Context: an optimization exercise on an open-source flow, tuned for small area, a short achievable clock period and few clock cycles per item. The choices shown serve that exercise and are no tape-out recipe.
The RTL was checked by simulation tests, not by an equivalence proof against the original design.

$ cat design/flow/design.v
`timescale 1ns / 1ps
module epoch_seconds_to_date (
    input  logic        i_clk,
    input  logic        i_rst_n,
    input  logic        start,
    output logic        busy,
    input  logic [31:0] i_epoch_seconds,
    output logic        o_done,
    output logic [11:0] o_year,
    output logic [3:0]  o_month,
    output logic [4:0]  o_day,
    output logic [4:0]  o_hour,
    output logic [5:0]  o_minute,
    output logic [5:0]  o_second
);
    localparam logic [31:0] SKIP_2100 = 32'd4107542400;
    logic [24:0] q;
    logic [0:0]  skip;
    assign q    = i_epoch_seconds[31:7];
    assign skip = i_epoch_seconds >= SKIP_2100;
    logic a1;
    logic a2;
    logic a3;
    logic a4;
    logic a5;
    logic a6;
    logic a7;
    logic a8;
    logic a9;
    logic a10;
    logic a11;
    logic a12;
    logic a13;
    logic a14;
    logic a15;
    logic a16;
    logic a17;
    logic a18;
    logic a19;
    logic a20;
    logic a21;
    logic a22;
    logic a23;
    logic a24;
    logic a25;
    logic a26;
    logic a27;
    logic a28;
    logic a29;
    logic a30;
    logic a31;
    logic a32;
    logic a33;
    logic a34;
    logic a35;
    logic a36;
    logic a37;
    logic a38;
    logic a39;
    logic a40;
    logic a41;
    logic a42;
    logic a43;
    logic a44;
    logic a45;
    logic a46;
    logic a47;
    logic a48;
    logic a49;
    logic a50;
    logic a51;
    logic a52;
    logic a53;
    logic a54;
    logic a55;
    logic a56;
    logic a57;
    logic a58;
    logic a59;
    logic a60;
    logic a61;
    logic a62;
    logic a63;
    logic a64;
    logic a65;
    logic a66;
    logic a67;
    logic a68;
    logic a69;
    logic a70;
    logic a71;
    logic a72;
    logic a73;
    logic a74;
    logic a75;
    logic a76;
    logic a77;
    logic a78;
    logic a79;
    logic a80;
    logic a81;
    logic a82;
    logic a83;
    logic a84;
    logic a85;
    logic a86;
    logic a87;
    logic a88;
    logic a89;
    logic a90;
    logic a91;
    logic a92;
    logic a93;
    logic a94;
    logic a95;
    logic a96;
    logic a97;
    logic a98;
    logic a99;
    logic a100;
    logic a101;
    logic a102;
    logic a103;
    logic a104;
    logic a105;
    logic a106;
    logic a107;
    logic a108;
    logic a109;
    logic a110;
    logic a111;
    logic a112;
    logic a113;
    logic a114;
    logic a115;
    logic a116;
    logic a117;
    logic a118;
    logic a119;
    logic a120;
    logic a121;
    logic a122;
    logic a123;
    logic a124;
    logic a125;
    logic a126;
    logic a127;
    logic a128;
    logic a129;
    logic a130;
    logic a131;
    logic [18:0] dq_a, dq_b, dq_s;
    logic [15:0] dq;
    logic a132;
    logic a133;
    logic a134;
    logic a135;
    logic a136;
    logic a137;
    logic a138;
    logic a139;
    logic [8:0] n_yq_a, n_yq_b, n_yq_s;
    logic [7:0] n_yq;
    logic a140;
    logic a141;
    logic a142;
    logic a143;
    logic a144;
    logic a145;
    logic a146;
    logic a147;
    logic a148;
    logic a149;
    logic a150;
    logic a151;
    logic a152;
    logic a153;
    logic a154;
    logic a155;
    logic a156;
    logic a157;
    logic a158;
    logic a159;
    logic a160;
    logic a161;
    logic a162;
    logic a163;
    logic a164;
    logic a165;
    logic a166;
    logic a167;
    logic a168;
    logic a169;
    logic a170;
    logic a171;
    logic a172;
    logic a173;
    logic a174;
    logic a175;
    logic a176;
    logic a177;
    logic a178;
    logic a179;
    logic a180;
    logic a181;
    logic a182;
    logic a183;
    logic a184;
    logic a185;
    logic a186;
    logic a187;
    logic a188;
    logic a189;
    logic a190;
    logic a191;
    logic a192;
    logic a193;
    logic a194;
    logic [10:0] n_rem0_n_a, n_rem0_n_b, n_rem0_n_s;
    logic [10:0] n_rem0_n;
    logic [10:0] n_rem0;
    logic a195;
    logic a196;
    logic a197;
    logic a198;
    logic a199;
    logic a200;
    logic a201;
    logic a202;
    logic a203;
    logic a204;
    logic a205;
    logic a206;
    logic a207;
    logic a208;
    logic a209;
    logic a210;
    logic a211;
    logic a212;
    logic a213;
    logic a214;
    logic a215;
    logic a216;
    logic a217;
    logic a218;
    logic a219;
    logic a220;
    logic a221;
    logic a222;
    logic a223;
    logic a224;
    logic a225;
    logic a226;
    logic a227;
    logic a228;
    logic a229;
    logic a230;
    logic a231;
    logic a232;
    logic a233;
    logic a234;
    logic a235;
    logic a236;
    logic a237;
    logic a238;
    logic a239;
    logic a240;
    logic a241;
    logic a242;
    logic a243;
    logic a244;
    logic a245;
    logic a246;
    logic a247;
    logic a248;
    logic a249;
    logic a250;
    logic a251;
    logic a252;
    logic a253;
    logic a254;
    logic a255;
    logic a256;
    logic a257;
    logic a258;
    logic a259;
    logic a260;
    logic a261;
    logic a262;
    logic a263;
    logic a264;
    logic a265;
    logic a266;
    logic a267;
    logic a268;
    logic a269;
    logic a270;
    logic a271;
    logic a272;
    logic a273;
    logic a274;
    logic a275;
    logic a276;
    logic a277;
    logic a278;
    logic a279;
    logic a280;
    logic a281;
    logic a282;
    logic a283;
    logic a284;
    logic a285;
    logic a286;
    logic a287;
    logic a288;
    logic a289;
    logic a290;
    logic a291;
    logic a292;
    logic a293;
    logic a294;
    logic a295;
    logic a296;
    logic a297;
    logic a298;
    logic a299;
    logic a300;
    logic a301;
    logic [12:0] n_doy0_a, n_doy0_b, n_doy0_s;
    logic [9:0] n_doy0;
    esd_ha u_a1 (.a(q[19]), .b(q[16]), .s(a1), .co(a2));
    esd_ha u_a3 (.a(q[20]), .b(q[17]), .s(a3), .co(a4));
    esd_ha u_a5 (.a(q[21]), .b(q[18]), .s(a5), .co(a6));
    esd_ha u_a7 (.a(q[22]), .b(q[19]), .s(a7), .co(a8));
    esd_fa u_a9 (.a(q[21]), .b(q[18]), .c(q[8]), .s(a9), .co(a10));
    esd_fa u_a11 (.a(q[22]), .b(q[19]), .c(q[9]), .s(a11), .co(a12));
    esd_ha u_a13 (.a(q[17]), .b(q[14]), .s(a13), .co(a14));
    esd_fa u_a15 (.a(q[23]), .b(q[20]), .c(q[10]), .s(a15), .co(a16));
    esd_fa u_a17 (.a(q[18]), .b(q[15]), .c(q[8]), .s(a17), .co(a18));
    esd_ha u_a19 (.a(q[24]), .b(q[21]), .s(a19), .co(a20));
    assign a21 = ~q[11];
    esd_fa u_a22 (.a(a1), .b(q[9]), .c(a21), .s(a22), .co(a23));
    esd_ha u_a24 (.a(q[22]), .b(q[12]), .s(a24), .co(a25));
    esd_fa u_a26 (.a(a3), .b(q[10]), .c(a2), .s(a26), .co(a27));
    esd_ha u_a28 (.a(q[23]), .b(q[13]), .s(a28), .co(a29));
    esd_fa u_a30 (.a(a5), .b(q[11]), .c(a4), .s(a30), .co(a31));
    esd_ha u_a32 (.a(q[24]), .b(q[14]), .s(a32), .co(a33));
    esd_fa u_a34 (.a(a7), .b(q[12]), .c(a6), .s(a34), .co(a35));
    esd_fa u_a36 (.a(q[23]), .b(q[20]), .c(q[13]), .s(a36), .co(a37));
    assign a38 = a8 ^ q[15];
    assign a39 = a8 & ~q[15];
    esd_fa u_a40 (.a(q[24]), .b(q[21]), .c(q[14]), .s(a40), .co(a41));
    assign a42 = ~q[17];
    esd_fa u_a43 (.a(q[22]), .b(q[15]), .c(a42), .s(a43), .co(a44));
    esd_ha u_a45 (.a(q[23]), .b(q[16]), .s(a45), .co(a46));
    esd_ha u_a47 (.a(q[24]), .b(q[17]), .s(a47), .co(a48));
    esd_ha u_a49 (.a(q[16]), .b(q[13]), .s(a49), .co(a50));
    assign a51 = ~a11;
    esd_fa u_a52 (.a(a13), .b(q[7]), .c(a51), .s(a52), .co(a53));
    assign a54 = ~a15;
    esd_fa u_a55 (.a(a17), .b(a14), .c(a54), .s(a55), .co(a56));
    assign a57 = ~a19;
    esd_fa u_a58 (.a(a22), .b(a18), .c(a57), .s(a58), .co(a59));
    assign a60 = ~a24;
    esd_fa u_a61 (.a(a26), .b(a23), .c(a60), .s(a61), .co(a62));
    assign a63 = ~a28;
    esd_fa u_a64 (.a(a30), .b(a27), .c(a63), .s(a64), .co(a65));
    assign a66 = ~a32;
    esd_fa u_a67 (.a(a34), .b(a31), .c(a66), .s(a67), .co(a68));
    assign a69 = ~a38;
    esd_fa u_a70 (.a(a36), .b(a35), .c(a69), .s(a70), .co(a71));
    esd_fa u_a72 (.a(a40), .b(q[16]), .c(a37), .s(a72), .co(a73));
    assign a74 = a43 ^ a41;
    assign a75 = a43 | a41;
    assign a76 = ~q[18];
    esd_fa u_a77 (.a(a45), .b(a44), .c(a76), .s(a77), .co(a78));
    assign a79 = ~q[19];
    esd_fa u_a80 (.a(a47), .b(a46), .c(a79), .s(a80), .co(a81));
    assign a82 = ~q[20];
    esd_fa u_a83 (.a(q[18]), .b(a48), .c(a82), .s(a83), .co(a84));
    esd_ha u_a85 (.a(a49), .b(q[6]), .s(a85), .co(a86));
    assign a87 = ~a10;
    esd_fa u_a88 (.a(a52), .b(a50), .c(a87), .s(a88), .co(a89));
    assign a90 = ~a12;
    esd_fa u_a91 (.a(a55), .b(a53), .c(a90), .s(a91), .co(a92));
    assign a93 = ~a16;
    esd_fa u_a94 (.a(a58), .b(a56), .c(a93), .s(a94), .co(a95));
    assign a96 = ~a20;
    esd_fa u_a97 (.a(a61), .b(a59), .c(a96), .s(a97), .co(a98));
    assign a99 = ~a25;
    esd_fa u_a100 (.a(a64), .b(a62), .c(a99), .s(a100), .co(a101));
    assign a102 = ~a29;
    esd_fa u_a103 (.a(a67), .b(a65), .c(a102), .s(a103), .co(a104));
    assign a105 = ~a33;
    esd_fa u_a106 (.a(a70), .b(a68), .c(a105), .s(a106), .co(a107));
    esd_fa u_a108 (.a(a72), .b(a39), .c(a71), .s(a108), .co(a109));
    assign a110 = ~a73;
    esd_fa u_a111 (.a(a74), .b(q[16]), .c(a110), .s(a111), .co(a112));
    assign a113 = a77 ^ a75;
    assign a114 = a77 | a75;
    assign a115 = a80 ^ a78;
    assign a116 = a80 | a78;
    assign a117 = a83 ^ a81;
    assign a118 = a83 | a81;
    esd_fa u_a119 (.a(q[21]), .b(q[19]), .c(a84), .s(a119), .co(a120));
    assign a121 = ~q[21];
    esd_fa u_a122 (.a(q[22]), .b(q[20]), .c(a121), .s(a122), .co(a123));
    assign a124 = ~q[22];
    esd_fa u_a125 (.a(q[23]), .b(q[21]), .c(a124), .s(a125), .co(a126));
    assign a127 = ~q[23];
    esd_fa u_a128 (.a(q[24]), .b(q[22]), .c(a127), .s(a128), .co(a129));
    assign a130 = q[23] ^ q[24];
    assign a131 = q[23] & ~q[24];
    assign dq_a = {~q[24], ~a130, a128, a125, a122, a119, ~a117, ~a115, ~a113, ~a111, a108, a106, a103, a100, a97, a94, a91, a88, a85};
    assign dq_b = {a131, a129, a126, a123, a120, a118, a116, a114, ~a112, a109, a107, a104, a101, a98, a95, a92, a89, a86, ~a9};
    assign dq_s = dq_a + dq_b;
    assign dq = dq_s[18:3];
    esd_ha u_a132 (.a(q[21]), .b(q[17]), .s(a132), .co(a133));
    esd_ha u_a134 (.a(q[22]), .b(q[18]), .s(a134), .co(a135));
    assign a136 = q[23] ^ q[19];
    assign a137 = q[23] | q[19];
    esd_ha u_a138 (.a(q[24]), .b(q[20]), .s(a138), .co(a139));
    assign n_yq_a = {1'b0, q[24], q[23], q[22], q[21], a138, ~a136, a134, a132};
    assign n_yq_b = {1'b0, 1'b0, 1'b0, 1'b0, a139, a137, a135, a133, 1'b1};
    assign n_yq_s = n_yq_a + n_yq_b;
    assign n_yq = n_yq_s[8:1];
    assign a140 = ~q[0];
    assign a141 = ~q[1];
    esd_fa u_a142 (.a(a141), .b(dq[0]), .c(dq[1]), .s(a142), .co(a143));
    assign a144 = ~q[2];
    esd_fa u_a145 (.a(a144), .b(dq[1]), .c(dq[2]), .s(a145), .co(a146));
    assign a147 = ~q[3];
    esd_fa u_a148 (.a(a147), .b(dq[2]), .c(dq[3]), .s(a148), .co(a149));
    assign a150 = ~q[4];
    esd_fa u_a151 (.a(a150), .b(dq[3]), .c(dq[4]), .s(a151), .co(a152));
    assign a153 = ~q[5];
    esd_fa u_a154 (.a(a153), .b(dq[0]), .c(dq[4]), .s(a154), .co(a155));
    esd_fa u_a156 (.a(dq[5]), .b(a152), .c(a154), .s(a156), .co(a157));
    assign a158 = ~q[6];
    esd_fa u_a159 (.a(a158), .b(dq[1]), .c(dq[5]), .s(a159), .co(a160));
    esd_fa u_a161 (.a(dq[6]), .b(a155), .c(a159), .s(a161), .co(a162));
    assign a163 = ~q[7];
    esd_fa u_a164 (.a(a163), .b(dq[0]), .c(dq[2]), .s(a164), .co(a165));
    esd_fa u_a166 (.a(dq[6]), .b(a164), .c(dq[7]), .s(a166), .co(a167));
    esd_fa u_a168 (.a(a160), .b(a166), .c(a162), .s(a168), .co(a169));
    assign a170 = ~q[8];
    esd_fa u_a171 (.a(a170), .b(dq[1]), .c(dq[3]), .s(a171), .co(a172));
    esd_fa u_a173 (.a(a165), .b(dq[7]), .c(a171), .s(a173), .co(a174));
    esd_fa u_a175 (.a(dq[8]), .b(a167), .c(a173), .s(a175), .co(a176));
    assign a177 = ~q[9];
    esd_fa u_a178 (.a(a177), .b(dq[0]), .c(dq[2]), .s(a178), .co(a179));
    esd_fa u_a180 (.a(dq[4]), .b(a178), .c(a172), .s(a180), .co(a181));
    esd_fa u_a182 (.a(dq[8]), .b(dq[9]), .c(a180), .s(a182), .co(a183));
    esd_fa u_a184 (.a(a174), .b(a182), .c(a176), .s(a184), .co(a185));
    assign a186 = ~q[10];
    esd_fa u_a187 (.a(a186), .b(dq[1]), .c(dq[3]), .s(a187), .co(a188));
    esd_fa u_a189 (.a(dq[5]), .b(a179), .c(a187), .s(a189), .co(a190));
    esd_fa u_a191 (.a(dq[9]), .b(dq[10]), .c(a181), .s(a191), .co(a192));
    esd_fa u_a193 (.a(a189), .b(a183), .c(a191), .s(a193), .co(a194));
    assign n_rem0_n_a = {a185, a184, a169, a168, a157, a156, a149, a146, a143, a142, a140};
    assign n_rem0_n_b = {a193, 1'b0, a175, 1'b0, a161, 1'b0, a151, a148, a145, 1'b0, dq[0]};
    assign n_rem0_n_s = n_rem0_n_a + n_rem0_n_b;
    assign n_rem0_n = n_rem0_n_s[10:0];
    assign n_rem0 = ~n_rem0_n;
    esd_ha u_a195 (.a(n_yq[3]), .b(n_yq[1]), .s(a195), .co(a196));
    esd_ha u_a197 (.a(n_yq[4]), .b(n_yq[2]), .s(a197), .co(a198));
    esd_ha u_a199 (.a(n_yq[5]), .b(n_yq[3]), .s(a199), .co(a200));
    esd_ha u_a201 (.a(n_yq[6]), .b(n_yq[4]), .s(a201), .co(a202));
    esd_fa u_a203 (.a(n_yq[7]), .b(n_yq[5]), .c(n_yq[2]), .s(a203), .co(a204));
    assign a205 = n_yq[0] ^ n_yq[2];
    assign a206 = n_yq[0] | n_yq[2];
    esd_ha u_a207 (.a(n_yq[2]), .b(n_yq[0]), .s(a207), .co(a208));
    esd_ha u_a209 (.a(n_yq[5]), .b(n_yq[7]), .s(a209), .co(a210));
    assign a211 = ~n_yq[6];
    esd_fa u_a212 (.a(a197), .b(a196), .c(a211), .s(a212), .co(a213));
    esd_fa u_a214 (.a(a199), .b(n_yq[0]), .c(a198), .s(a214), .co(a215));
    esd_fa u_a216 (.a(a201), .b(n_yq[1]), .c(a200), .s(a216), .co(a217));
    assign a218 = ~n_yq[0];
    esd_fa u_a219 (.a(a203), .b(a202), .c(a218), .s(a219), .co(a220));
    esd_ha u_a221 (.a(a205), .b(skip[0]), .s(a221), .co(a222));
    esd_fa u_a223 (.a(n_yq[1]), .b(n_yq[3]), .c(a206), .s(a223), .co(a224));
    assign a225 = ~n_yq[0];
    esd_fa u_a226 (.a(n_yq[2]), .b(n_yq[4]), .c(a225), .s(a226), .co(a227));
    assign a228 = ~n_yq[1];
    esd_fa u_a229 (.a(n_yq[3]), .b(n_yq[5]), .c(a228), .s(a229), .co(a230));
    assign a231 = ~a207;
    esd_fa u_a232 (.a(n_yq[4]), .b(n_yq[6]), .c(a231), .s(a232), .co(a233));
    assign a234 = ~a209;
    esd_fa u_a235 (.a(a195), .b(a208), .c(a234), .s(a235), .co(a236));
    assign a237 = ~a212;
    esd_ha u_a238 (.a(a210), .b(a237), .s(a238), .co(a239));
    assign a240 = ~n_yq[7];
    esd_fa u_a241 (.a(a214), .b(a213), .c(a240), .s(a241), .co(a242));
    assign a243 = a216 ^ a215;
    assign a244 = a216 | a215;
    assign a245 = a219 ^ a217;
    assign a246 = a219 | a217;
    esd_ha u_a247 (.a(a94), .b(a92), .s(a247), .co(a248));
    esd_fa u_a249 (.a(a97), .b(a95), .c(a222), .s(a249), .co(a250));
    assign a251 = ~a226;
    esd_fa u_a252 (.a(a100), .b(a98), .c(a251), .s(a252), .co(a253));
    assign a254 = ~a229;
    esd_fa u_a255 (.a(a103), .b(a101), .c(a254), .s(a255), .co(a256));
    assign a257 = ~a232;
    esd_fa u_a258 (.a(a106), .b(a104), .c(a257), .s(a258), .co(a259));
    esd_fa u_a260 (.a(a108), .b(a107), .c(a235), .s(a260), .co(a261));
    assign a262 = ~a111;
    esd_fa u_a263 (.a(a109), .b(a236), .c(a262), .s(a263), .co(a264));
    esd_fa u_a265 (.a(a113), .b(a112), .c(a239), .s(a265), .co(a266));
    assign a267 = ~a115;
    esd_fa u_a268 (.a(a114), .b(a242), .c(a267), .s(a268), .co(a269));
    assign a270 = ~a117;
    esd_fa u_a271 (.a(a116), .b(a244), .c(a270), .s(a271), .co(a272));
    esd_ha u_a273 (.a(a247), .b(a221), .s(a273), .co(a274));
    assign a275 = ~a223;
    esd_fa u_a276 (.a(a249), .b(a248), .c(a275), .s(a276), .co(a277));
    assign a278 = ~a224;
    esd_fa u_a279 (.a(a252), .b(a250), .c(a278), .s(a279), .co(a280));
    assign a281 = ~a227;
    esd_fa u_a282 (.a(a255), .b(a253), .c(a281), .s(a282), .co(a283));
    assign a284 = ~a230;
    esd_fa u_a285 (.a(a258), .b(a256), .c(a284), .s(a285), .co(a286));
    assign a287 = ~a233;
    esd_fa u_a288 (.a(a260), .b(a259), .c(a287), .s(a288), .co(a289));
    assign a290 = ~a238;
    esd_fa u_a291 (.a(a263), .b(a261), .c(a290), .s(a291), .co(a292));
    assign a293 = ~a265;
    esd_fa u_a294 (.a(a241), .b(a264), .c(a293), .s(a294), .co(a295));
    assign a296 = ~a268;
    esd_fa u_a297 (.a(a243), .b(a266), .c(a296), .s(a297), .co(a298));
    assign a299 = ~a245;
    esd_fa u_a300 (.a(a271), .b(a269), .c(a299), .s(a300), .co(a301));
    assign n_doy0_a = {a300, ~a297, a294, a291, a288, a285, a282, a279, a276, a273, a91, a88, a85};
    assign n_doy0_b = {~a298, a295, a292, a289, a286, a283, a280, a277, a274, 1'b1, a89, a86, ~a9};
    assign n_doy0_s = n_doy0_a + n_doy0_b;
    assign n_doy0 = n_doy0_s[12:3];
    logic        r_vld;
    logic [10:0] r_rem0;
    logic [9:0]  r_doy0;
    logic [7:0]  r_yq;
    logic [6:0]  r_s7;        
    always_ff @(posedge i_clk) begin
        if (!i_rst_n) r_vld <= 1'b0;
        else          r_vld <= start;
    end
    always_ff @(posedge i_clk) begin
        r_rem0 <= n_rem0;
        r_doy0 <= n_doy0;
        r_yq   <= n_yq;
        r_s7   <= i_epoch_seconds[6:0];
    end
    logic        negr;
    logic        negy;
    logic        lz;
    logic        wrap;
    logic [8:0]  doyb;
    logic [8:0]  base;
    logic [3:0]  mp;          
    logic [8:0]  mstart;
    logic        jf;          
    logic [11:0] year_m1, year_0, year_p1;
    assign negr = r_rem0[10];
    assign negy = r_doy0[9];
    assign lz   = r_yq[1:0] == 2'd0;
    assign doyb = lz ? r_doy0[8:0] + 9'd366 : r_doy0[8:0] + 9'd365;
    assign base = negy ? doyb : r_doy0[8:0];
    assign wrap = negr && (base == 9'd0);
    assign year_m1 = 12'd1967 + 12'(r_yq);
    assign year_0  = 12'd1968 + 12'(r_yq);
    assign year_p1 = 12'd1969 + 12'(r_yq);
    always_comb begin
        mp = 4'd0;
        if (negr ? base >= 9'd32 : base >= 9'd31) mp = 4'd1;
        if (negr ? base >= 9'd62 : base >= 9'd61) mp = 4'd2;
        if (negr ? base >= 9'd93 : base >= 9'd92) mp = 4'd3;
        if (negr ? base >= 9'd123 : base >= 9'd122) mp = 4'd4;
        if (negr ? base >= 9'd154 : base >= 9'd153) mp = 4'd5;
        if (negr ? base >= 9'd185 : base >= 9'd184) mp = 4'd6;
        if (negr ? base >= 9'd215 : base >= 9'd214) mp = 4'd7;
        if (negr ? base >= 9'd246 : base >= 9'd245) mp = 4'd8;
        if (negr ? base >= 9'd276 : base >= 9'd275) mp = 4'd9;
        if (negr ? base >= 9'd307 : base >= 9'd306) mp = 4'd10;
        if (negr ? base >= 9'd338 : base >= 9'd337) mp = 4'd11;
        if (wrap) mp = 4'd11;
        case (mp)
            4'd0:    mstart = 9'd0;
            4'd1:    mstart = 9'd31;
            4'd2:    mstart = 9'd61;
            4'd3:    mstart = 9'd92;
            4'd4:    mstart = 9'd122;
            4'd5:    mstart = 9'd153;
            4'd6:    mstart = 9'd184;
            4'd7:    mstart = 9'd214;
            4'd8:    mstart = 9'd245;
            4'd9:    mstart = 9'd275;
            4'd10:   mstart = 9'd306;
            default: mstart = 9'd337;
        endcase
    end
    logic [13:0] u;
    logic [15:0] x;
    logic w1;
    logic w2;
    logic w3;
    logic w4;
    logic w5;
    logic w6;
    logic w7;
    logic w8;
    logic w9;
    logic w10;
    logic w11;
    logic w12;
    logic w13;
    logic w14;
    logic w15;
    logic w16;
    logic w17;
    logic w18;
    logic w19;
    logic w20;
    logic w21;
    logic w22;
    logic w23;
    logic w24;
    logic w25;
    logic w26;
    logic w27;
    logic w28;
    logic w29;
    logic w30;
    logic w31;
    logic w32;
    logic w33;
    logic w34;
    logic w35;
    logic w36;
    logic w37;
    logic w38;
    logic w39;
    logic w40;
    logic w41;
    logic w42;
    logic w43;
    logic w44;
    logic w45;
    logic w46;
    logic w47;
    logic w48;
    logic w49;
    logic w50;
    logic w51;
    logic w52;
    logic w53;
    logic w54;
    logic w55;
    logic w56;
    logic w57;
    logic w58;
    logic w59;
    logic w60;
    logic w61;
    logic w62;
    logic w63;
    logic w64;
    logic w65;
    logic w66;
    logic w67;
    logic w68;
    logic w69;
    logic w70;
    logic w71;
    logic w72;
    logic w73;
    logic w74;
    logic w75;
    logic [13:0] h0_a, h0_b, h0_s;
    logic [4:0] h0;
    logic w76;
    logic w77;
    logic w78;
    logic w79;
    logic w80;
    logic w81;
    logic w82;
    logic w83;
    logic w84;
    logic w85;
    logic w86;
    logic w87;
    logic w88;
    logic w89;
    logic w90;
    logic w91;
    logic w92;
    logic w93;
    logic w94;
    logic w95;
    logic w96;
    logic w97;
    logic w98;
    logic w99;
    logic w100;
    logic w101;
    logic w102;
    logic w103;
    logic w104;
    logic w105;
    logic w106;
    logic w107;
    logic w108;
    logic w109;
    logic w110;
    logic w111;
    logic w112;
    logic w113;
    logic w114;
    logic w115;
    logic w116;
    logic w117;
    logic w118;
    logic w119;
    logic w120;
    logic w121;
    logic w122;
    logic w123;
    logic w124;
    logic w125;
    logic w126;
    logic w127;
    logic w128;
    logic w129;
    logic w130;
    logic w131;
    logic w132;
    logic w133;
    logic w134;
    logic w135;
    logic w136;
    logic w137;
    logic w138;
    logic w139;
    logic w140;
    logic w141;
    logic w142;
    logic [11:0] mt0_a, mt0_b, mt0_s;
    logic [5:0] mt0;
    assign u = {r_rem0, r_s7[6:4]};
    assign x = {r_rem0, r_s7[6:2]};
    esd_ha u_w1 (.a(u[9]), .b(u[7]), .s(w1), .co(w2));
    esd_fa u_w3 (.a(u[10]), .b(u[8]), .c(u[7]), .s(w3), .co(w4));
    esd_ha u_w5 (.a(u[3]), .b(u[0]), .s(w5), .co(w6));
    esd_fa u_w7 (.a(u[11]), .b(u[9]), .c(u[8]), .s(w7), .co(w8));
    esd_ha u_w9 (.a(u[4]), .b(u[1]), .s(w9), .co(w10));
    esd_fa u_w11 (.a(u[12]), .b(u[10]), .c(u[9]), .s(w11), .co(w12));
    esd_ha u_w13 (.a(u[5]), .b(u[2]), .s(w13), .co(w14));
    esd_fa u_w15 (.a(u[11]), .b(u[10]), .c(u[6]), .s(w15), .co(w16));
    assign w17 = ~u[3];
    esd_ha u_w18 (.a(u[13]), .b(w17), .s(w18), .co(w19));
    esd_fa u_w20 (.a(u[12]), .b(u[11]), .c(u[7]), .s(w20), .co(w21));
    esd_fa u_w22 (.a(u[12]), .b(u[8]), .c(u[5]), .s(w22), .co(w23));
    esd_ha u_w24 (.a(w1), .b(u[6]), .s(w24), .co(w25));
    esd_fa u_w26 (.a(w3), .b(w5), .c(w2), .s(w26), .co(w27));
    esd_fa u_w28 (.a(w7), .b(w9), .c(w4), .s(w28), .co(w29));
    esd_fa u_w30 (.a(w11), .b(w13), .c(w8), .s(w30), .co(w31));
    esd_fa u_w32 (.a(w15), .b(w12), .c(w14), .s(w32), .co(w33));
    assign w34 = ~u[4];
    esd_fa u_w35 (.a(w20), .b(w16), .c(w34), .s(w35), .co(w36));
    esd_fa u_w37 (.a(w22), .b(w21), .c(u[4]), .s(w37), .co(w38));
    esd_fa u_w39 (.a(u[9]), .b(u[6]), .c(w23), .s(w39), .co(w40));
    esd_ha u_w41 (.a(u[10]), .b(u[7]), .s(w41), .co(w42));
    esd_ha u_w43 (.a(u[11]), .b(u[8]), .s(w43), .co(w44));
    esd_ha u_w45 (.a(u[12]), .b(u[9]), .s(w45), .co(w46));
    esd_ha u_w47 (.a(w24), .b(u[2]), .s(w47), .co(w48));
    assign w49 = w26 ^ w25;
    assign w50 = w26 | w25;
    esd_fa u_w51 (.a(w28), .b(w6), .c(w27), .s(w51), .co(w52));
    esd_fa u_w53 (.a(w30), .b(w10), .c(w29), .s(w53), .co(w54));
    assign w55 = ~w18;
    esd_fa u_w56 (.a(w32), .b(w31), .c(w55), .s(w56), .co(w57));
    assign w58 = ~w19;
    esd_fa u_w59 (.a(w35), .b(w33), .c(w58), .s(w59), .co(w60));
    assign w61 = ~u[13];
    esd_fa u_w62 (.a(w37), .b(w36), .c(w61), .s(w62), .co(w63));
    assign w64 = ~u[13];
    esd_fa u_w65 (.a(w39), .b(w38), .c(w64), .s(w65), .co(w66));
    assign w67 = w41 ^ w40;
    assign w68 = w41 | w40;
    assign w69 = w43 ^ w42;
    assign w70 = w43 | w42;
    assign w71 = w45 ^ w44;
    assign w72 = w45 | w44;
    assign w73 = ~u[13];
    esd_fa u_w74 (.a(u[10]), .b(w46), .c(w73), .s(w74), .co(w75));
    assign h0_a = {~u[12], ~u[11], w74, ~w71, ~w69, ~w67, w65, w62, w59, w56, w53, w51, ~w49, w47};
    assign h0_b = {u[11], w75, w72, w70, w68, w66, w63, w60, w57, w54, w52, w50, w48, ~u[13]};
    assign h0_s = h0_a + h0_b;
    assign h0 = h0_s[13:9];
    esd_ha u_w76 (.a(x[11]), .b(x[7]), .s(w76), .co(w77));
    esd_ha u_w78 (.a(x[12]), .b(x[8]), .s(w78), .co(w79));
    esd_ha u_w80 (.a(x[13]), .b(x[9]), .s(w80), .co(w81));
    esd_ha u_w82 (.a(x[14]), .b(x[10]), .s(w82), .co(w83));
    esd_fa u_w84 (.a(x[11]), .b(x[7]), .c(x[3]), .s(w84), .co(w85));
    esd_ha u_w86 (.a(x[12]), .b(x[8]), .s(w86), .co(w87));
    esd_ha u_w88 (.a(x[13]), .b(x[9]), .s(w88), .co(w89));
    esd_ha u_w90 (.a(x[14]), .b(x[10]), .s(w90), .co(w91));
    esd_ha u_w92 (.a(x[14]), .b(x[10]), .s(w92), .co(w93));
    assign w94 = ~x[15];
    esd_fa u_w95 (.a(w76), .b(x[3]), .c(w94), .s(w95), .co(w96));
    esd_fa u_w97 (.a(w78), .b(x[4]), .c(x[0]), .s(w97), .co(w98));
    esd_fa u_w99 (.a(w80), .b(x[5]), .c(x[1]), .s(w99), .co(w100));
    esd_fa u_w101 (.a(w82), .b(x[6]), .c(x[2]), .s(w101), .co(w102));
    assign w103 = ~x[15];
    esd_fa u_w104 (.a(w84), .b(w83), .c(w103), .s(w104), .co(w105));
    esd_fa u_w106 (.a(w86), .b(x[4]), .c(w85), .s(w106), .co(w107));
    esd_fa u_w108 (.a(w88), .b(x[5]), .c(w87), .s(w108), .co(w109));
    esd_fa u_w110 (.a(w90), .b(x[6]), .c(w89), .s(w110), .co(w111));
    esd_fa u_w112 (.a(x[11]), .b(x[7]), .c(w91), .s(w112), .co(w113));
    esd_ha u_w114 (.a(x[12]), .b(x[8]), .s(w114), .co(w115));
    esd_ha u_w116 (.a(x[13]), .b(x[9]), .s(w116), .co(w117));
    esd_ha u_w118 (.a(w92), .b(x[6]), .s(w118), .co(w119));
    assign w120 = w95 ^ w93;
    assign w121 = w95 | w93;
    esd_fa u_w122 (.a(w97), .b(w77), .c(w96), .s(w122), .co(w123));
    esd_fa u_w124 (.a(w99), .b(w79), .c(w98), .s(w124), .co(w125));
    esd_fa u_w126 (.a(w101), .b(w81), .c(w100), .s(w126), .co(w127));
    assign w128 = w104 ^ w102;
    assign w129 = w104 | w102;
    assign w130 = w106 ^ w105;
    assign w131 = w106 | w105;
    assign w132 = w108 ^ w107;
    assign w133 = w108 | w107;
    assign w134 = w110 ^ w109;
    assign w135 = w110 | w109;
    assign w136 = ~x[15];
    esd_fa u_w137 (.a(w112), .b(w111), .c(w136), .s(w137), .co(w138));
    assign w139 = w114 ^ w113;
    assign w140 = w114 | w113;
    assign w141 = w116 ^ w115;
    assign w142 = w116 | w115;
    assign mt0_a = {~w141, ~w139, w137, ~w134, ~w132, ~w130, ~w128, w126, w124, w122, ~w120, w118};
    assign mt0_b = {w140, w138, w135, w133, w131, w129, w127, w125, w123, w121, w119, x[2]};
    assign mt0_s = mt0_a + mt0_b;
    assign mt0 = mt0_s[11:6];
    assign busy     = 1'b0;
    assign o_done   = r_vld;
    assign jf       = mp >= 4'd10;
    assign o_year   = (jf == (negy || wrap)) ? year_0 : (jf ? year_p1 : year_m1);
    assign o_month  = jf ? mp - 4'd9 : mp + 4'd3;
    assign o_day    = wrap ? 5'd28 + 5'(lz) : 5'(base) - 5'(mstart) + 5'(!negr);
    assign o_hour   = h0 + (negr ? 5'd24 : 5'd0);
    assign o_minute = mt0 + {h0[3:0], 2'b00};
    assign o_second = {x[3:0] + mt0[3:0], r_s7[1:0]};
endmodule
module esd_fa (
    input  logic a,
    input  logic b,
    input  logic c,
    output logic s,
    output logic co
);
    assign s  = a ^ b ^ c;
    assign co = (a & b) | (a & c) | (b & c);
endmodule
module esd_ha (
    input  logic a,
    input  logic b,
    output logic s,
    output logic co
);
    assign s  = a ^ b;
    assign co = a & b;
endmodule
$ cat design/flow/flow/run.sh
#!/bin/bash
# Standard layout (bash standard.sh, its synthesis unchanged), with the ports
# buffered by buf_2 cells and timing repair aiming for a larger setup slack.
set -e
cp standard.sh standard.sh.log
export BUFFER_PORTS_ARGS="-buffer_cell sky130_fd_sc_hd__buf_2"
export SETUP_SLACK_MARGIN=10.1
bash standard.sh > standard_run.log 2>&1
$ cat design/flow/standard.sh
#!/bin/bash
# synth_recipe.tcl (not shown) runs the flow's synth.tcl, then flattens the netlist and writes it again
# the make line also repeats each setting of config.mk as NAME=value (left out here)
make -C /OpenROAD-flow-scripts/flow DESIGN_CONFIG=/design/flow/config.mk WORK_HOME=/design/flow/orfs CLKGATE_MAP_FILE= SYNTH_SCRIPT=/design/flow/synth_recipe.tcl "${@:-finish}"
$ cat design/flow/config.mk
export PLATFORM = sky130hd
export DESIGN_NAME = epoch_seconds_to_date
export DESIGN_NICKNAME = epoch_seconds_to_date
export VERILOG_FILES = /design/flow/design.v
export SDC_FILE = /design/flow/constraint.sdc
export NUM_CORES = 4
export LEC_CHECK = 0
export CAP_MARGIN = 20
export CORE_MARGIN = 2
export CORE_UTILIZATION = 40
export SLEW_MARGIN = 20
export SYNTH_HIERARCHICAL = 1
$ cat design/flow/constraint.sdc
create_clock -name core_clock -period 20.0 [get_ports {i_clk}]
set_input_delay 4.0000 -clock core_clock [delete_from_list [all_inputs] [get_ports {i_clk}]]
set_output_delay 4.0000 -clock core_clock [all_outputs]
set_load 0.01 [all_outputs]
==> results of run 1 <==
==> worst min-delay path by stage <==
stage	from	end	slack, ns
3_3_place_gp	i_epoch_seconds[0]	r_s7[0]	4.10
4_1_cts	i_epoch_seconds[4]	r_s7[4]	3.81
2_1_floorplan	i_epoch_seconds[0]	r_s7[0]	4.03
6_report	i_epoch_seconds[4]	r_s7[4]	3.82
3_5_place_dp	i_epoch_seconds[4]	r_s7[4]	4.10
5_1_grt	i_epoch_seconds[4]	r_s7[4]	3.81
==> critical path, stage by stage <==
cell      delay (ns)
buf_2           0.15
ha_1            0.33
fa_1            0.51
fa_1            0.52
fa_1            0.53
ha_1            0.31
a21boi_0        0.36
o211ai_1        0.16
a31o_2          0.25
xnor2_1         0.46
fa_1            0.53
fa_1            0.41
fa_1            0.39
ha_1            0.32
inv_1           0.09
nor2_1          0.05
o21ai_0         0.19
xnor2_1         0.14
==> per-module statistics from Yosys, one instance, submodules excluded <==
module                 cells inside  flip-flops and latches
esd_ha                            1                       0
epoch_seconds_to_date           702                      37
esd_fa                            1                       0
==> routing by layer <==
metal  wire [µm]  GRT usage [%]
met1        8220           23.2
met2        8330           28.1
met3         383          0.581
met4         157           3.14
met5           0              0
==> timing repair <==
action,in CTS,in global routing
pin swaps,0,3
resized for setup,3,20
endpoints found under the setup margin,2,8
buffers inserted,0,3
==> cell usage in the layout (no fill, tap or decap), types with 11 or more instances in the layout <==
cell / count
inv_1: 149
ha_1: 148
fa_1: 122
buf_2: 73
nor2_1: 46
xnor2_1: 45
a21oi_1: 33
nand2_1: 32
dfxtp_1: 31
o21ai_0: 20
xor2_1: 19
nor3_1: 14
a21o_1: 13
nor2b_1: 11
==> final cells by class <==
class	count	share of cell area [%]
clock buffer	6	1.39
timing repair buffer	77	4.25
clock inverter	2	0.108
sequential	37	8.05
tap	275	3.70
inverter	151	6.10
multi-input combinational	663	76.4
==> synthesized netlist by cell type, types with 3 or more instances <==
cell | count | area, µm²
xnor2_1 | 48 | 420
o21ai_0 | 23 | 115
o21bai_1 | 5 | 37.5
o211ai_1 | 7 | 52.6
a32oi_1 | 3 | 26.3
buf_2 | 7 | 35.0
a21oi_1 | 33 | 165
xor2_1 | 20 | 175
nand3_1 | 9 | 45.0
o2111ai_1 | 3 | 26.3
a311oi_1 | 3 | 26.3
a31oi_1 | 10 | 62.6
nand2b_1 | 9 | 56.3
o21a_1 | 10 | 75.1
nand2_1 | 32 | 120
or4b_1 | 3 | 30.0
mux2i_1 | 6 | 60.1
inv_1 | 149 | 559
nor2_1 | 49 | 184
nor3_1 | 14 | 70.1
a211oi_1 | 4 | 30.0
buf_4 | 3 | 22.5
ha_1 | 148 | 1850
nor2b_1 | 12 | 75.1
or3_1 | 5 | 31.3
dfxtp_1 | 37 | 741
a21o_1 | 13 | 97.6
and3_1 | 3 | 18.8
fa_1 | 122 | 2440
clkbuf_1 | 3 | 11.3
nand4_1 | 3 | 18.8
o22ai_1 | 3 | 18.8
o31ai_1 | 5 | 37.5
==> metrics by stage <==
stage	hold WS (ns)	cells	worst slack [ns]	util [%]
floorplan	4.03	866	10.63	-
global placement	4.10	1200	10.14	43.4
detailed placement	4.10	1200	10.04	43.4
CTS	3.81	1208	10.15	44.2
global route	3.81	1211	10.05	44.6
finish	3.82	1211	10.51	44.6
==> flip-flops by register name (all words and copies together), names as in the netlist <==
signal and count:
r_yq 8, r_s7 7, r_rem0 11, r_vld 1, r_doy0 10
==> logic make-up after synthesis <==
family                     Yosys count  synth area share (%)
muxes                               10                  1.38
other                                1                0.0445
buffers and inverters              166                  7.82
and+or+nand+nor                    159                  9.82
DFF                                 37                  8.80
AOI/OAI and AO/OA                  152                  13.4
xor gates and xnor gates            71                  7.73
adders and majority gates          270                  51.0
==> flow_summary_export.csv, run 1 <==
group,metric,value,unit
cells_and_area,fillers,2047,
synth,ys_ff_latch,37,
cts,clock_path_buffers,2,
global_route,grt_pass1_vias,6230,
cells_and_area,final_area,9290,µm²
setup_path,end_kind,"flop",
sta,min_period,9.49,ns
cells_and_area,num_antenna_cells,0,
sta,max_freq,105,MHz
placed_design,place_area,9040,µm²
detailed_routing,drt-total-wl,17.1,mm
global_route,grt_usage,16.3,%
synth,synth-edff-count,0,
sta,tightest_slew,0.802,ns
run_status,status,"finished clean",
job,drv_cap,0,
synth,synth-async-reset-ratio,0,%
detailed_routing,dr.first_iter.drc_count,279,
die,die_area,22200,µm²
global_route,grt_pass1_wl,29.7,mm
cells_and_area,seq_area,748,µm²
global_route,grt-ovfl-total,0,
sta,hold_viol_final,0,
cts,cts_buffers,5,
worst_hold_path,hold_class,"in -> reg",
synth,synth_cell_types,79,
synth,yosys_warnings,7,
setup_path,worst_ep_required_time,20.21,ns
cts,cts.sinks,37,
die,pin_count,75,
cts,hold_buffers,0,
setup_path,cp-start-kind,"input pin",
sta,rsz0062_at_grt,"yes",
cts,cts.clk_slew.worst_paths,0.05,ns
detailed_routing,drc_errors,0,
cells_and_area,multi_input_area,7100,µm²
die,coreArea,20800,µm²
die,initial_utilization,40.4,%
global_route,antenna_found_initial,0,
setup_path,cp_max_fo,6,
synth,synthCells,866,
detailed_routing,post_drt_wl_per_cell,14.1,µm
synth,seq_area_frac_synth,8.80,%
sta,maxSlewHeadroom,46.2,%
sta,period_share,47.4,%
detailed_routing,via_per_inst,5.03,
detailed_routing,firstDrtPassIters,5,
detailed_routing,ant_nets,0,
placed_design,place_congestion,0.853,
setup_path,worstSetupPathType,"in -> reg",
cells_and_area,final_net_count,1240,
setup_path,cp-startpoint,"i_epoch_seconds[26]",
worst_hold_path,worstHoldPathCells,1,
sta,fin_tns_setup,0,ns
cts,cts_max_level,2,
sta,drv_slew,0,
cts,cts-root-buf,"clkbuf_16",
synth,syn_area_per_cell,9.72,µm²
placed_design,numPortBuffers,73,
cells_and_area,drive_gt1_share,14.3,%
setup_path,arrival,9.70,ns
die,dieWidth,149,µm
global_route,grt_max_degree,22,
detailed_routing,vias,6095,
sta,setup_viol,0,
synth,synth_nets,1171,
synth,netlist_area,8420,µm²
cells_and_area,area_growth,10.4,%
placed_design,hpwl,14.8,mm
setup_path,cp-endpoint,"r_rem0[10]",
synth,ys.flop_type,"dfxtp_1",
die,die-height,149,µm
cts,cts_tree,"yes",
die,row_count,53,
Testbench counts, summed over its fixed seeds: cycles 3,208, items 3,200.
==> run 2, diff against run 1 <==
--- a/design/flow/flow/run.sh
+++ b/design/flow/flow/run.sh
@@ -6,3 +6,3 @@
 export BUFFER_PORTS_ARGS="-buffer_cell sky130_fd_sc_hd__buf_2"
-export SETUP_SLACK_MARGIN=10.1
+export SETUP_SLACK_MARGIN=10.5
 bash standard.sh > standard_run.log 2>&1
==> run 2 against run 1 <==
Compared with the run above:
- still clean on timing, DRC and antenna
- hold slack better by 0.0010 ns
- first-iteration DRC count is 12% lower
- worst setup slack better by 0.25 ns
- synthesized area stayed put
- die area stayed put
- utilization is 1.5 points higher
- via count is 0.48% higher
- non-clock buffer count is 10 higher
- final cell count is 0.83% higher
==> flow_summary_export.csv, run 2 <==
group,metric,value,unit
sta,period_share,46.2,%
setup_path,end_kind,"flop",
synth,synth_top_family_by_area,"adder cells",
global_route,grt-ovfl-total,0,
cells_and_area,top_register,"r_rem0",
synth,ys.flop_type,"dfxtp_1",
cells_and_area,post-route-util,46.1,%
detailed_routing,drt-total-wl,17.4,mm
setup_path,worstSetupPathType,"in -> reg",
synth,synth-edff-count,0,
cells_and_area,drive_gt1_share,18.3,%
die,row_count,53,
placed_design,hpwl,14.8,mm
sta,setup_viol,0,
sta,max_freq,108,MHz
synth,yosys.area.top_type_share,29.0,%
setup_path,worst_ep_required_time,20.20,ns
sta,hold_viol_final,0,
detailed_routing,firstDrtPassIters,5,
cells_and_area,fillers,2022,
global_route,grt_max_degree,22,
synth,synth_cell_types,79,
die,coreArea,20800,µm²
detailed_routing,dr.first_iter.drc_count,246,
detailed_routing,vias,6124,
synth,seq_area_frac_synth,8.80,%
job,drv_cap,0,
synth,synth_mux_area_share,1.38,%
cells_and_area,area_growth,14.0,%
synth,netlist_area,8420,µm²
synth,yosys_warnings,7,
cts,cts-root-buf,"clkbuf_16",
global_route,antenna_found_initial,0,
cells_and_area,num_antenna_cells,0,
cts,hold_buffers,0,
placed_design,numPortBuffers,73,
sta,drv_slew,0,
sta,rsz0062_at_grt,"yes",
die,die_area,22200,µm²
global_route,grt_pass1_wl,30.0,mm
synth,synthAdderAreaFrac,51.0,%
detailed_routing,ant_nets,0,
synth,syn_area_per_cell,9.72,µm²
global_route,grt_usage,16.5,%
cts,cts_max_level,2,
synth,yosysTopAreaCell,"fa_1",
cts,cts.sinks,37,
synth,synth_xor_area_share,7.73,%
die,dieWidth,149,µm
synth,synthSimpleGateAreaFrac,9.82,%
cells_and_area,final_common_cell,"inv_1",
synth,synth_most_common_cell,"inv_1",
synth,synthCells,866,
setup_path,cp-start-kind,"input pin",
cells_and_area,seq_area,761,µm²
synth,synth-async-reset-ratio,0,%
run_status,status,"finished clean",
die,initial_utilization,40.4,%
sta,min_period,9.24,ns
sta,tightest_slew,0.770,ns
synth,synth_compound_gate_area_share,13.4,%
detailed_routing,post_drt_wl_per_cell,14.2,µm
cells_and_area,largest_reg_flops,11,
sta,maxSlewHeadroom,48.3,%
synth,synth_nets,1171,
setup_path,cp_max_fo,6,
cts,clock_path_buffers,2,
detailed_routing,drc_errors,0,
cells_and_area,mostFrequentLayoutCells,"inv_1 (146), ha_1 (145), fa_1 (120), buf_2 (73), nor2_1 (43)",
synth,ys_ff_latch,37,
sta,fin_tns_setup,0,ns
die,pin_count,75,
detailed_routing,via_per_inst,5.02,
cells_and_area,final_net_count,1250,
die,die-height,149,µm
setup_path,arrival,9.44,ns
cts,cts_buffers,5,
synth,synth_common_cells,"inv_1 (149), ha_1 (148), fa_1 (122)",
worst_hold_path,hold_class,"in -> reg",
cts,cts_tree,"yes",
global_route,grt_pass1_vias,6277,
synth,synth_area_leaders,"fa_1 (29%), ha_1 (22%), dfxtp_1 (8.8%)",
cts,cts.clk_slew.worst_paths,0.05,ns
placed_design,place_congestion,0.853,
cells_and_area,multi_input_area,7300,µm²
cells_and_area,reg_top3,"r_rem0 (11), r_doy0 (10), r_yq (8)",
## run 2: modules after synthesis (local to each module, per instance)
module,times used,cells
esd_fa,117,1
esd_ha,47,1
epoch_seconds_to_date,1,702
## run 2: worst max-delay path, stage by stage
cell and delay (ns):
buf_2 0.15, ha_1 0.33, fa_1 0.56, fa_1 0.44, fa_1 0.59, ha_1 0.25, a21boi_2 0.18, o211ai_1 0.25
nand2_2 0.13, nor2_4 0.16, nor2b_1 0.06, nor2_1 0.20, xnor2_2 0.16, fa_2 0.42, fa_1 0.42, fa_1 0.39
ha_1 0.32, inv_1 0.09, nor2_1 0.05, o21ai_1 0.15, xnor2_1 0.13
## run 2: path summary, 6_finish.rpt
check           startpoint    endpoint  slack [ns]  cells after the start
min     i_epoch_seconds[4]     r_s7[4]        3.82                      1
max    i_epoch_seconds[26]  r_rem0[10]       10.76                     21
## run 2: layout make-up
cell class | count | area share (%)
tap | 275 | 3.58
sequential | 37 | 7.92
clock buffer | 6 | 1.34
clock inverter | 2 | 0.104
timing repair buffer | 87 | 5.03
multi-input combinational | 663 | 76.0
inverter | 151 | 5.97
## run 2: repair_timing
action | 4_1_cts | 5_1_grt
buffers inserted | 4 | 9
setup endpoints to repair | 11 | 12
pin swaps | 4 | 26
gates resized for setup | 22 | 49
hold endpoints to repair | 0 | 0
## run 2: logic make-up (layout without fill, tap and decap cells)
group	Yosys count	count (layout)
AND/OR/NAND/NOR	159	159
multiplexers	10	10
AO/OA/AOI/OAI	152	152
flip-flops	37	37
other	1	1
buffers and inverters	166	246
adder cells (fa/ha/maj)	270	270
XOR/XNOR	71	71
## run 2: through the flow
stage                     hold WS (ns)  instances  area, µm²  worst slack, ns
final                             3.82       1221       9600            10.76
after global routing              3.81       1221       9600            10.46
after CTS                         3.81       1212       9300            10.50
after detailed placement          4.10       1200       9040            10.04
after global placement            4.10       1200       9040            10.14
after floorplan                   4.03        866       8420            10.63
## run 2: layer usage
layer  up-vias  wire [µm]  part of all wire (%)  GRT usage (%)
li1       3061          -                     -              -
met4         0        140                  0.81           3.00
met2        80       8610                    49           28.7
met3         7        314                   1.8          0.550
met1      2976       8330                    48           23.2
met5         -          0                     0              0
==> run 3, diff against run 2 <==
--- a/design/flow/flow/run.sh
+++ b/design/flow/flow/run.sh
@@ -6,3 +6,3 @@
 export BUFFER_PORTS_ARGS="-buffer_cell sky130_fd_sc_hd__buf_2"
-export SETUP_SLACK_MARGIN=10.5
+export SETUP_SLACK_MARGIN=10.9
 bash standard.sh > standard_run.log 2>&1
==> run 3 against run 2 <==
Compared with the run above:
- highest routed layer unchanged
- critical path type is now reg -> out
- non-clock buffer count rose by 35
- sequential share of layout area is 0.28 points lower
- synthesized cell count stayed put
- die area unchanged
==> flow_summary_export.csv, run 3 <==
group,metric,value,unit
worst_hold_path,hold_class,"in -> reg",
global_route,grt_usage,17.3,%
cells_and_area,area_growth,21.9,%
worst_hold_path,hp-start,"i_epoch_seconds[3]",
sta,tightest_slew,0.796,ns
sta,hold_viol_final,0,
sta,maxSlewHeadroom,46.7,%
synth,synth_common_cells,"inv_1 (149), ha_1 (148), fa_1 (122)",
cells_and_area,largest_reg_flops,11,
setup_path,cp-start-kind,"flop",
cells_and_area,drive_gt1_share,26.4,%
die,pin_count,75,
synth,synthCells,866,
setup_path,critPathSlowestCell,"or4b_4",
die,coreArea,20800,µm²
worst_hold_path,worstHoldPathCells,1,
global_route,grt-ovfl-total,0,
detailed_routing,dr.first_iter.drc_count,268,
cts,cts_tree,"yes",
synth,synth_cell_types,79,
cells_and_area,reg_top3,"r_rem0 (11), r_doy0 (10), r_yq (8)",
cells_and_area,final_net_count,1285,
detailed_routing,via_per_inst,5.04,
cells_and_area,mostFrequentLayoutCells,"inv_1 (141), ha_1 (137), fa_1 (117), buf_2 (69), buf_4 (44)",
global_route,busiest_layer,"met2",
cts,clock_path_buffers,2,
global_route,grt_max_degree,22,
setup_path,end_kind,"output port",
run_status,status,"finished clean",
synth,netlist_area,8420,µm²
cts,cts.clk_slew.worst_paths,0.05,ns
sta,rsz0062_at_grt,"yes",
die,die-height,149,µm
setup_path,slowest_delay,0.47,ns
sta,drv_slew,0,
cells_and_area,multi_input_area,7610,µm²
detailed_routing,firstDrtPassIters,5,
cts,cts_max_level,2,
sta,fin_tns_setup,0,ns
cells_and_area,final_common_cell,"inv_1",
sta,max_freq,109,MHz
synth,synth-edff-count,0,
cts,hold_buffers,0,
global_route,grt_use_met1,23.4,%
die,die_area,22200,µm²
synth,synth_most_common_cell,"inv_1",
synth,synth_nets,1171,
die,initial_utilization,40.4,%
synth,yosys.area.top_type_share,29.0,%
placed_design,hpwl,15.0,mm
detailed_routing,drc_errors,0,
global_route,antenna_found_initial,0,
cells_and_area,seq_area,785,µm²
die,dieWidth,149,µm
global_route,met3_usage,0.917,%
synth,ys.flop_type,"dfxtp_1",
global_route,grt_pass1_vias,6560,
synth,seq_area_frac_synth,8.80,%
synth,yosysTopAreaCell,"fa_1",
die,row_count,53,
placed_design,numPortBuffers,73,
global_route,met2_usage,30.3,%
detailed_routing,ant_nets,0,
cts,cts.sinks,37,
cells_and_area,post-route-util,49.3,%
detailed_routing,post_drt_wl_per_cell,14.8,µm
job,drv_cap,0,
synth,yosys_warnings,7,
cells_and_area,num_antenna_cells,0,
synth,ys_ff_latch,37,
cells_and_area,top_register,"r_rem0",
worst_hold_path,min_to,"r_s7[3]",
setup_path,arrival,5.14,ns
cts,cts_buffers,5,
global_route,grt_pass1_wl,31.5,mm
sta,setup_viol,0,
sta,min_period,9.14,ns
synth,synth-async-reset-ratio,0,%
setup_path,worstSetupPathType,"reg -> out",
sta,period_share,45.7,%
detailed_routing,drt-total-wl,18.6,mm
synth,syn_area_per_cell,9.72,µm²
detailed_routing,vias,6336,
synth,synth_area_leaders,"fa_1 (29%), ha_1 (22%), dfxtp_1 (8.8%)",
cts,cts-root-buf,"clkbuf_16",
setup_path,worst_ep_required_time,16.00,ns
placed_design,place_congestion,0.845,
setup_path,cp_max_fo,5,
cells_and_area,fillers,1960,
run 3: cell types whose count changed in the layout (fill, tap and decap cells not counted), sizes merged:
cell  before  now
buf       87  122
run 3: per-stage QoR:
stage,hold slack (ns),area [µm²],cells,setup WS (ns)
after floorplan,4.03,8460,866,10.87
after CTS,3.81,9860,1238,10.83
after detailed placement,4.10,9080,1200,10.33
after global routing,3.82,10300,1256,10.62
final,3.82,10300,1256,10.86
after global placement,4.10,9080,1200,10.48
run 3: metal layers:
layer | vias to the layer above | wire, µm
li1 | 3131 | -
met1 | 3096 | 8580
met2 | 88 | 9330
met3 | 21 | 340
met4 | 0 | 307
met5 | - | 0
run 3: logic make-up after synthesis:
family / after synthesis / share of synthesized area, %
AO/OA/AOI/OAI: 152 / 13.4
XOR/XNOR: 71 / 7.73
adder cells (fa/ha/maj): 270 / 51.0
buffers and inverters: 166 / 7.82
flip-flops: 37 / 8.80
multiplexers: 10 / 1.38
AND/OR/NAND/NOR: 159 / 9.82
other: 1 / 0.0445
run 3: how the worst max path moves through the flow:
stage,start,slack (ns),endpoint,depth (start not counted)
2_1_floorplan,i_epoch_seconds[26],10.87,r_rem0[10],18
3_3_place_gp,r_doy0[9],10.48,o_day[4],26
3_5_place_dp,r_doy0[9],10.33,o_day[4],26
4_1_cts,r_doy0[1],10.83,o_day[4],29
5_1_grt,r_doy0[0],10.62,o_day[4],27
6_report,r_doy0[1],10.86,o_day[4],27
run 3: per-module statistics from Yosys, one instance, submodules excluded:
| module | copies in the design | area, µm² | flip-flops and latches | cells |
|---|---|---|---|---|
| epoch_seconds_to_date | 1 | 5490 | 37 | 702 |
| esd_fa | 117 | 20.0 | 0 | 1 |
| esd_ha | 47 | 12.5 | 0 | 1 |
run 3: critical path: cells and delay by family (launching register included):
kind                     cells  cell delay, ns
AO/OA/AOI/OAI                8            1.70
XOR/XNOR                     4            0.53
adder cells (fa/ha/maj)      4            0.81
buffers and inverters        8            0.87
flip-flops                   1            0.36
AND/OR/NAND/NOR              3            0.58
run 3: repair_timing:
| item | 4_1_cts | 5_1_grt |
|---|---|---|
| pin swaps | 41 | 51 |
| setup endpoints to repair | 16 | 15 |
| setup buffers | 30 | 18 |
| endpoints found under the hold margin | 0 | 0 |
| gates resized for setup | 94 | 62 |
run 3: layout make-up:
cell class	instances	share of cell area, %
Tap cell	275	3.35
Multi-Input combinational cell	663	74.2
Timing Repair Buffer	122	7.78
Sequential cell	37	7.64
Clock inverter	2	0.0975
Clock buffer	6	1.26
Inverter	151	5.70
==> run 4, diff against run 3 <==
--- a/design/flow/flow/run.sh
+++ b/design/flow/flow/run.sh
@@ -6,3 +6,3 @@
 export BUFFER_PORTS_ARGS="-buffer_cell sky130_fd_sc_hd__buf_2"
-export SETUP_SLACK_MARGIN=10.9
+export SETUP_SLACK_MARGIN=10.1
 bash standard.sh > standard_run.log 2>&1
--- a/design/flow/config.mk
+++ b/design/flow/config.mk
@@ -10,2 +10,3 @@
 export CORE_UTILIZATION = 40
+export CTS_BUF_LIST = sky130_fd_sc_hd__clkbuf_8
 export SLEW_MARGIN = 20
==> run 4 against run 3 <==
Compared with the run above:
- still clean on timing, DRC and antenna
- synthesized cell count is the same
- synthesized area is the same
- global-route usage shrank 0.98 points
==> flow_summary_export.csv, run 4 <==
group,metric,value,unit
run_status,status,"finished clean",
sta,max_freq,105,MHz
cells_and_area,num_antenna_cells,0,
sta,tightest_slew,0.783,ns
synth,yosysTopAreaCell,"fa_1",
die,dieWidth,149,µm
placed_design,place_inst,1200,
die,die-height,149,µm
synth,yosys.area.top_type_share,29.0,%
setup_path,cp-startpoint,"r_doy0[1]",
worst_hold_path,hold_class,"in -> reg",
synth,ys_ff_latch,37,
detailed_routing,post_drt_wl_per_cell,14.1,µm
die,initial_utilization,40.4,%
synth,synth-edff-count,0,
cts,cts.sinks,37,
cells_and_area,reg_top3,"r_rem0 (11), r_doy0 (10), r_yq (8)",
cts,cts_max_level,2,
detailed_routing,drc_errors,0,
cells_and_area,area_growth,9.70,%
setup_path,worstSetupPathType,"reg -> out",
setup_path,critPathSlowestCell,"dfxtp_2",
sta,maxSlewHeadroom,47.4,%
sta,rsz0062_at_grt,"yes",
setup_path,end_kind,"output port",
detailed_routing,drt-total-wl,17.1,mm
global_route,grt_pass1_wl,29.7,mm
global_route,grt_usage,16.3,%
cells_and_area,top_register,"r_rem0",
detailed_routing,via_per_inst,5.03,
cells_and_area,multi_input_area,7100,µm²
cells_and_area,finalNonFillerCells,1211,
sta,drv_slew,0,
die,pin_count,75,
cts,cts_tree,"yes",
cells_and_area,largest_reg_flops,11,
job,drv_cap,0,
synth,syn_area_per_cell,9.72,µm²
die,coreArea,20800,µm²
cells_and_area,seq_area,748,µm²
synth,synth_nets,1171,
placed_design,hpwl,14.8,mm
global_route,antenna_found_initial,0,
sta,period_share,47.6,%
cells_and_area,drive_gt1_share,14.3,%
sta,fin_tns_setup,0,ns
die,row_count,53,
cells_and_area,final_common_cell,"inv_1",
synth,synthCells,866,
placed_design,place_congestion,0.853,
cells_and_area,mostFrequentLayoutCells,"inv_1 (150), ha_1 (148), fa_1 (122), buf_2 (73), nor2_1 (46)",
synth,synth-async-reset-ratio,0,%
synth,synth_common_cells,"inv_1 (149), ha_1 (148), fa_1 (122)",
worst_hold_path,worstHoldPathCells,1,
cts,cts-root-buf,"clkbuf_8",
setup_path,cp-start-kind,"flop",
detailed_routing,dr.first_iter.drc_count,270,
cts,cts.clk_slew.worst_paths,0.07,ns
setup_path,cp_max_fo,13,
synth,synth_area_leaders,"fa_1 (29%), ha_1 (22%), dfxtp_1 (8.8%)",
setup_path,slowest_delay,0.45,ns
global_route,grt_max_degree,22,
synth,ys.flop_type,"dfxtp_1",
detailed_routing,firstDrtPassIters,4,
synth,synth_cell_types,79,
setup_path,worst_ep_required_time,16.00,ns
sta,min_period,9.51,ns
die,die_area,22200,µm²
cells_and_area,final_net_count,1240,
global_route,grt-ovfl-total,0,
placed_design,numPortBuffers,73,
detailed_routing,ant_nets,0,
setup_path,arrival,5.51,ns
sta,hold_viol_final,0,
synth,synth_most_common_cell,"inv_1",
cells_and_area,fillers,2057,
detailed_routing,vias,6086,
worst_hold_path,hp-start,"i_epoch_seconds[4]",
synth,netlist_area,8420,µm²
sta,setup_viol,0,
placed_design,dp_slack,10.04,ns
sta,worst_slack,10.49,ns
synth,yosys_warnings,7,
cts,clock_path_buffers,2,
cts,cts_buffers,5,
global_route,grt_pass1_vias,6227,
synth,seq_area_frac_synth,8.80,%
[run 4: cell counts after synthesis]
Identical to the previous run, type by type.
[run 4: layer usage]
metal	wire length [µm]	track usage (%)	up-vias
li1	-	-	3035
met1	8250	23.1	2939
met2	8300	28.0	100
met3	387	0.581	12
met4	158	3.00	0
met5	0	0	-
[run 4: stage by stage]
step	instance area (µm²)	hold slack, ns	util (%)
floorplan	8420	4.03	-
global route	9240	3.79	44.4
detailed placement	9040	4.10	43.4
global placement	9040	4.10	43.4
finish	9240	3.81	44.4
CTS	9140	3.79	43.9
[run 4: layout make-up]
cell class              count  area share [%]
flip-flops and latches     37            8.10
clock buffers               5           0.745
well taps                 275            3.73
inverters                 151            6.14
clock inverters             3           0.149
repair buffers             77            4.28
multi-input cells         663            76.9
[run 4: logic make-up (layout without fill, tap and decap cells)]
logic type,after synthesis,after routing,share of synthesized area [%]
adders and majority gates,270,270,51.0
buffers and inverters,166,236,7.82
and+or+nand+nor,159,159,9.82
AOI/OAI and AO/OA,152,152,13.4
xor gates and xnor gates,71,71,7.73
DFF,37,37,8.80
muxes,10,10,1.38
other,1,1,0.0445
[run 4: per-module statistics from Yosys (local to each module, per instance)]
module	flip-flops and latches	copies in the design
esd_ha	0	47
esd_fa	0	117
epoch_seconds_to_date	37	1
[run 4: final timing paths]
path / endpoint / slack, ns
max: o_day[4] / 10.49
min: r_s7[4] / 3.81
[run 4: what timing repair did]
item                                    4_1_cts  5_1_grt
cloned                                        0        0
pin swaps                                     0        3
gates resized for setup                       3       20
hold buffers                                  0        0
buffers inserted                              0        3
endpoints found under the setup margin        2        8
[run 4: critical path, delay by kind of cell, from the launching register on]
kind,cells,cell delay [ns]
fa+ha+maj,5,1.37
simple gates,5,1.08
xor+xnor,4,0.83
buf+inv,6,0.52
compound gates,5,0.48
mux,2,0.46
flops,1,0.45

[afterwards: timing with drivers on the ports]
How much do the figures lean on ideal ports? The routed layouts below were timed once more, with nothing changed but the port constraints. Step 1 (the two cells are an assumption about what drives the block):
set clk [get_ports {i_clk}]
set_driving_cell -lib_cell sky130_fd_sc_hd__clkbuf_16 $clk
set_driving_cell -lib_cell sky130_fd_sc_hd__buf_2 [delete_from_list [all_inputs] $clk]
Step 2 also shifts input and output timing later by t, the mid clock arrival at the registers, as if the neighbouring blocks saw the same clock. Slacks: ideal / step 1 / step 2; pairs: ideal / step 1.
run | t, ns | slack for setup (ns) | worst setup path after step 2 | slew at the worst register clock pin (ns)
run 1 | 0.312 | 10.511 / 10.477 / 10.214 | input to register | 0.05 / 0.05
run 2 | 0.312 | 10.760 / 10.732 / 10.463 | input to register | 0.05 / 0.05
run 3 | 0.310 | 10.862 / 10.826 / 10.660 | input to register | 0.05 / 0.05
run 4 | 0.318 | 10.490 / 10.459 / 10.218 | input to register | 0.07 / 0.07
After both steps every run listed still meets setup and hold.
